This is an optimization exercise on Yosys and OpenROAD, whose aim is small area, not a production implementation. In this exercise RTL edits were held to simulation tests only and were not proved equivalent to the original.

==> job 6684: inputs <==
==> flow/design.v <==
`timescale 1ns / 1ps
package dtq_pkg;
  localparam int QUEUE_DEPTH = 16;
  localparam int TIME_W      = 48;
  localparam int HANDLE_W    = 8;
  localparam int CNT_W       = $clog2(QUEUE_DEPTH + 1);
  localparam int IDX_W       = $clog2(QUEUE_DEPTH);
endpackage
`timescale 1ns / 1ps
import dtq_pkg::*;
module deadline_timer_queue (
  input  logic                clk,
  input  logic                rst,
  input  logic                item_valid,
  output logic                item_stall,
  input  logic                kind,
  input  logic [TIME_W-1:0]   deadline,
  input  logic [HANDLE_W-1:0] handle,
  input  logic [TIME_W-1:0]   current_time,
  output logic                result_valid,
  input  logic                result_stall,
  output logic                status,
  output logic [HANDLE_W-1:0] out_handle,
  output logic [TIME_W-1:0]   out_deadline,
  output logic                last
);
  logic [TIME_W-1:0]   ring_dl [QUEUE_DEPTH];
  logic [HANDLE_W-1:0] ring_hd [QUEUE_DEPTH];
  logic                busy;      
  logic                kind_r;    
  logic                popm;      
  logic                ins;       
  logic [IDX_W-1:0]    k;
  logic [CNT_W-1:0]    count;
  logic [CNT_W-1:0]    n_exp;     
  logic [TIME_W-1:0]   x_dl;
  logic [HANDLE_W-1:0] x_hd;
  logic [TIME_W-1:0]   head_dl;
  logic [HANDLE_W-1:0] head_hd;
  logic                live;      
  logic                later;     
  logic                out_free;
  logic                accept;
  logic                full;
  logic                add_run;
  logic                swap;
  logic                pop;
  logic                tick_cnt;
  assign head_dl  = ring_dl[QUEUE_DEPTH-1];
  assign head_hd  = ring_hd[QUEUE_DEPTH-1];
  assign live     = ({1'b0, k} < count);
  assign later    = (head_dl > x_dl);
  assign full     = (count == CNT_W'(QUEUE_DEPTH));
  assign out_free = !result_valid || !result_stall;
  assign item_stall = busy || (k != IDX_W'(QUEUE_DEPTH - 1));
  assign accept     = item_valid && !item_stall;
  assign add_run  = busy && !kind_r && !result_valid;
  assign swap     = add_run && (ins || !live || later);
  assign tick_cnt = busy && kind_r && !popm;
  assign pop      = busy && kind_r && popm && (k == '0) && (n_exp != '0) && out_free;
  assign out_deadline = x_dl;
  assign out_handle   = x_hd;
  always_ff @(posedge clk) begin
    for (int i = 1; i < QUEUE_DEPTH; i++) begin
      ring_dl[i] <= ring_dl[i-1];
      ring_hd[i] <= ring_hd[i-1];
    end
    ring_dl[0] <= swap ? x_dl : head_dl;
    ring_hd[0] <= swap ? x_hd : head_hd;
  end
  always_ff @(posedge clk) begin
    if (accept) begin
      x_dl <= kind ? current_time : deadline;
      x_hd <= handle;
    end else if (swap || pop) begin
      x_dl <= head_dl;
      x_hd <= head_hd;
    end
  end
  always_ff @(posedge clk) begin
    if (accept) begin
      kind_r <= kind;
      ins    <= 1'b0;
      popm   <= 1'b0;
      n_exp  <= '0;
      status <= 1'b1;
      last   <= 1'b1;
    end else begin
      if (swap) begin
        ins <= 1'b1;
      end
      if (tick_cnt) begin
        if (live && !later) begin
          n_exp <= n_exp + CNT_W'(1);
        end
        if (k == IDX_W'(QUEUE_DEPTH - 1)) begin
          popm <= 1'b1;
        end
      end
      if (pop) begin
        n_exp  <= n_exp - CNT_W'(1);
        status <= 1'b0;
        last   <= (n_exp == CNT_W'(1));
      end
    end
  end
  always_ff @(posedge clk) begin
    if (rst) begin
      busy         <= 1'b0;
      result_valid <= 1'b0;
      count        <= '0;
      k            <= '0;
    end else begin
      if (!pop) begin
        k <= k + IDX_W'(1);
      end
      if (accept) begin
        busy <= 1'b1;
        if (!kind && full) begin
          result_valid <= 1'b1;
        end
      end else if (busy) begin
        if (!kind_r) begin
          if (result_valid) begin
            if (!result_stall) begin
              result_valid <= 1'b0;
              busy         <= 1'b0;
            end
          end else if (!live) begin
            count <= count + CNT_W'(1);
            busy  <= 1'b0;
          end
        end else if (pop) begin
          result_valid <= 1'b1;
          count        <= count - CNT_W'(1);
        end else if (popm && out_free) begin
          result_valid <= 1'b0;
          if (n_exp == '0) begin
            busy <= 1'b0;
          end
        end
      end
    end
  end
endmodule
==> flow/run.sh <==
#!/bin/bash
# synth_recipe.tcl (not shown) runs the flow's synth.tcl, then flattens the netlist and writes it again
# the make line also repeats each setting of config.mk as NAME=value (left out here)
make -C /OpenROAD-flow-scripts/flow DESIGN_CONFIG=/design/flow/config.mk WORK_HOME=/design/flow/orfs CLKGATE_MAP_FILE= SYNTH_SCRIPT=/design/flow/synth_recipe.tcl finish
==> flow/config.mk <==
export PLATFORM = sky130hd
export DESIGN_NAME = deadline_timer_queue
export DESIGN_NICKNAME = deadline_timer_queue
export VERILOG_FILES = /design/flow/design.v
export SDC_FILE = /design/flow/constraint.sdc
export NUM_CORES = 4
export LEC_CHECK = 0
export CAP_MARGIN = 20
export CORE_MARGIN = 2
export CORE_UTILIZATION = 40
export SLEW_MARGIN = 20
==> flow/constraint.sdc <==
create_clock -name core_clock -period 8.0 [get_ports {clk}]
set_input_delay 1.6000 -clock core_clock [delete_from_list [all_inputs] [get_ports {clk}]]
set_output_delay 1.6000 -clock core_clock [all_outputs]
set_load 0.01 [all_outputs]
==> job 9820 (differences from job 6684) <==
==> flow/design.v, changed modules only <==
module deadline_timer_queue (
  input  logic                clk,
  input  logic                rst,
  input  logic                item_valid,
  output logic                item_stall,
  input  logic                kind,
  input  logic [TIME_W-1:0]   deadline,
  input  logic [HANDLE_W-1:0] handle,
  input  logic [TIME_W-1:0]   current_time,
  output logic                result_valid,
  input  logic                result_stall,
  output logic                status,
  output logic [HANDLE_W-1:0] out_handle,
  output logic [TIME_W-1:0]   out_deadline,
  output logic                last
);
  logic [TIME_W-1:0]   ring_dl [QUEUE_DEPTH];
  logic [HANDLE_W-1:0] ring_hd [QUEUE_DEPTH];
  logic                busy;      
  logic                kind_r;    
  logic                popm;      
  logic                ins;       
  logic                run;       
  logic                c1_r;      
  logic                c2_r;      
  logic [IDX_W-1:0]    k;
  logic [CNT_W-1:0]    count;
  logic [CNT_W-1:0]    n_exp;     
  logic [TIME_W-1:0]   x_dl;
  logic [HANDLE_W-1:0] x_hd;
  logic [TIME_W-1:0]   head_dl;
  logic [HANDLE_W-1:0] head_hd;
  logic                live;      
  logic                later;     
  logic                out_free;
  logic                accept;
  logic                full;
  logic                add_run;
  logic                swap;
  logic                pop;
  logic                tick_cnt;
  assign head_dl  = ring_dl[QUEUE_DEPTH-1];
  assign head_hd  = ring_hd[QUEUE_DEPTH-1];
  assign live     = ({1'b0, k} < count);
  assign later    = gt_chain(head_dl[47:32], x_dl[47:32], c2_r);
  assign full     = (count == CNT_W'(QUEUE_DEPTH));
  assign out_free = !result_valid || !result_stall;
  assign item_stall = busy || (k != IDX_W'(QUEUE_DEPTH - 3));
  assign accept     = item_valid && !item_stall;
  assign add_run  = busy && run && !kind_r && !result_valid;
  assign swap     = add_run && (ins || !live || later);
  assign tick_cnt = busy && run && kind_r && !popm;
  assign pop      = busy && kind_r && popm && (k == '0) && (n_exp != '0) && out_free;
  assign status       = !kind_r;
  assign last         = !kind_r || (n_exp == '0);
  assign out_deadline = x_dl;
  assign out_handle   = x_hd;
  function automatic logic gt_chain(input logic [15:0] a, input logic [15:0] b,
                                    input logic cin);
    reg c;
    c = cin;
    for (int i = 0; i < 16; i++) begin
      c = (a[i] & ~b[i]) | ((a[i] | ~b[i]) & c);
    end
    gt_chain = c;
  endfunction
  always_ff @(posedge clk) begin
    c1_r <= gt_chain(ring_dl[QUEUE_DEPTH-3][15:0], x_dl[15:0], 1'b0);
    c2_r <= gt_chain(ring_dl[QUEUE_DEPTH-2][31:16], x_dl[31:16], c1_r);
  end
  always_ff @(posedge clk) begin
    for (int i = 1; i < QUEUE_DEPTH; i++) begin
      ring_dl[i] <= ring_dl[i-1];
      ring_hd[i] <= ring_hd[i-1];
    end
    ring_dl[0] <= swap ? x_dl : head_dl;
    ring_hd[0] <= swap ? x_hd : head_hd;
  end
  logic [1:0] xsel;
  assign xsel = accept ? {1'b1, kind} : {1'b0, swap || pop};
  always_ff @(posedge clk) begin
    x_dl <= ({TIME_W{xsel == 2'd0}} & x_dl) | ({TIME_W{xsel == 2'd1}} & head_dl) |
            ({TIME_W{xsel == 2'd2}} & deadline) | ({TIME_W{xsel == 2'd3}} & current_time);
    x_hd <= ({HANDLE_W{xsel == 2'd0}} & x_hd) | ({HANDLE_W{xsel == 2'd1}} & head_hd) |
            ({HANDLE_W{xsel[1]}} & handle);
  end
  always_ff @(posedge clk) begin
    if (accept) begin
      kind_r <= kind;
      ins    <= 1'b0;
      run    <= 1'b0;
      popm   <= 1'b0;
      n_exp  <= '0;
    end else begin
      if (swap) begin
        ins <= 1'b1;
      end
      if (k == IDX_W'(QUEUE_DEPTH - 1)) begin
        run <= 1'b1;
      end
      if (tick_cnt) begin
        if (live && !later) begin
          n_exp <= n_exp + CNT_W'(1);
        end
        if (k == IDX_W'(QUEUE_DEPTH - 1)) begin
          popm <= 1'b1;
        end
      end
      if (pop) begin
        n_exp <= n_exp - CNT_W'(1);
      end
    end
  end
  always_ff @(posedge clk) begin
    if (rst) begin
      busy         <= 1'b0;
      result_valid <= 1'b0;
      count        <= '0;
      k            <= '0;
    end else begin
      if (!pop) begin
        k <= k + IDX_W'(1);
      end
      if (accept) begin
        busy <= 1'b1;
        if (!kind && full) begin
          result_valid <= 1'b1;
        end
      end else if (busy) begin
        if (!kind_r) begin
          if (result_valid) begin
            if (!result_stall) begin
              result_valid <= 1'b0;
              busy         <= 1'b0;
            end
          end else if (run && !live) begin
            count <= count + CNT_W'(1);
            busy  <= 1'b0;
          end
        end else if (pop) begin
          result_valid <= 1'b1;
          count        <= count - CNT_W'(1);
        end else if (popm && out_free) begin
          result_valid <= 1'b0;
          if (n_exp == '0) begin
            busy <= 1'b0;
          end
        end
      end
    end
  end
endmodule
==> flow/flow/run.sh (new file) <==
#!/bin/bash
# The standard layout (standard.sh: ORFS synthesis to finish), with two changes:
#  * ports are buffered with sky130_fd_sc_hd__buf_1 instead of the flow's pick;
#  * the clock tree uses clkbuf_8 with sink clusters of at most 20 flip-flops
#    (60 um across) and no dummy loads.
# make's full output goes to standard.log here; ORFS's per-step logs stay under orfs/logs.
set -euo pipefail
export BUFFER_PORTS_ARGS="-buffer_cell sky130_fd_sc_hd__buf_1"
export CTS_ARGS="-sink_clustering_enable -repair_clock_nets -dont_use_dummy_load -buf_list sky130_fd_sc_hd__clkbuf_8 -sink_clustering_size 20 -sink_clustering_max_diameter 60"
bash standard.sh > standard.log 2>&1
==> flow/standard.sh (new file) <==
#!/bin/bash
# synth_recipe.tcl (not shown) runs the flow's synth.tcl, then flattens the netlist and writes it again
# the make line also repeats each setting of config.mk as NAME=value (left out here)
make -C /OpenROAD-flow-scripts/flow DESIGN_CONFIG=/design/flow/config.mk WORK_HOME=/design/flow/orfs CLKGATE_MAP_FILE= SYNTH_SCRIPT=/design/flow/synth_recipe.tcl "${@:-finish}"
- CORE_UTILIZATION: 40 -> 70
removed: flow/run.sh
==> flow_summary_export.csv <==
group,metric,value,unit
status,status,"complete, no violations",
critical_path,r2r_start,"x_dl[14]$_DFFE_PP_",
clock_network,numCtsBuffers,89,
yosys,synthesis.nets,1689,
detailed_routing,initialDrtViolationCount,417,
cells_and_area,final_cell_mix,"dfxtp_1, clkdlybuf4s50_1, nand2_1",
timing,slew_headroom,33.5,%
yosys,synth_compound_area_share,2.81,%
The numbers above come from job 6684.

==> flow_summary_export.csv <==
group,metric,value,unit
timing,slew_headroom,31.1,%
clock_network,numCtsBuffers,55,
status,status,"complete, no violations",
yosys,synthesis.nets,1637,
yosys,synth_compound_area_share,5.31,%
critical_path,r2r_start,"k[1]$_SDFFE_PP0N_",
cells_and_area,clkCellAreaFrac,3.03,%
critical_path,crit_path_end_kind,"register",
cells_and_area,final_cell_mix,"dfxtp_1, buf_1, nor2_1",
The numbers above come from job 9820.

## afterwards: timing with drivers on the ports
Ports are ideal in the flow. The routed layouts listed here were re-timed in OpenROAD.
Step 1 assumes that a clkbuf_16 drives the clock port and a buf_2 every other input.
Step 2 times the ports against the registers' clock, not the clock port: input delays grow and output delays shrink by t, the midpoint of the rising clock arrivals with the driver on.
Three values: ideal, step 1, step 2; two values: the first two.
| run | t, ns | setup WS [ns] | hold WS [ns] | latest minus earliest clock arrival (ns) | worst data-port slew with drivers (ns) |
|---|---|---|---|---|---|
| job 6684 | 0.672 | 2.931 / 2.931 / 2.931 | 0.316 / 0.316 / 0.316 | 0.020 / 0.020 | 0.07 |
| job 9820 | 0.629 | 3.954 / 3.967 / 3.338 | 0.267 / 0.267 / 0.267 | 0.080 / 0.080 | 0.06 |
After both steps setup and hold are still met in every run listed. For job 9820, which loses most, drivers alone change the setup slack by +0.013 ns; drivers and shift together by -0.616 ns.
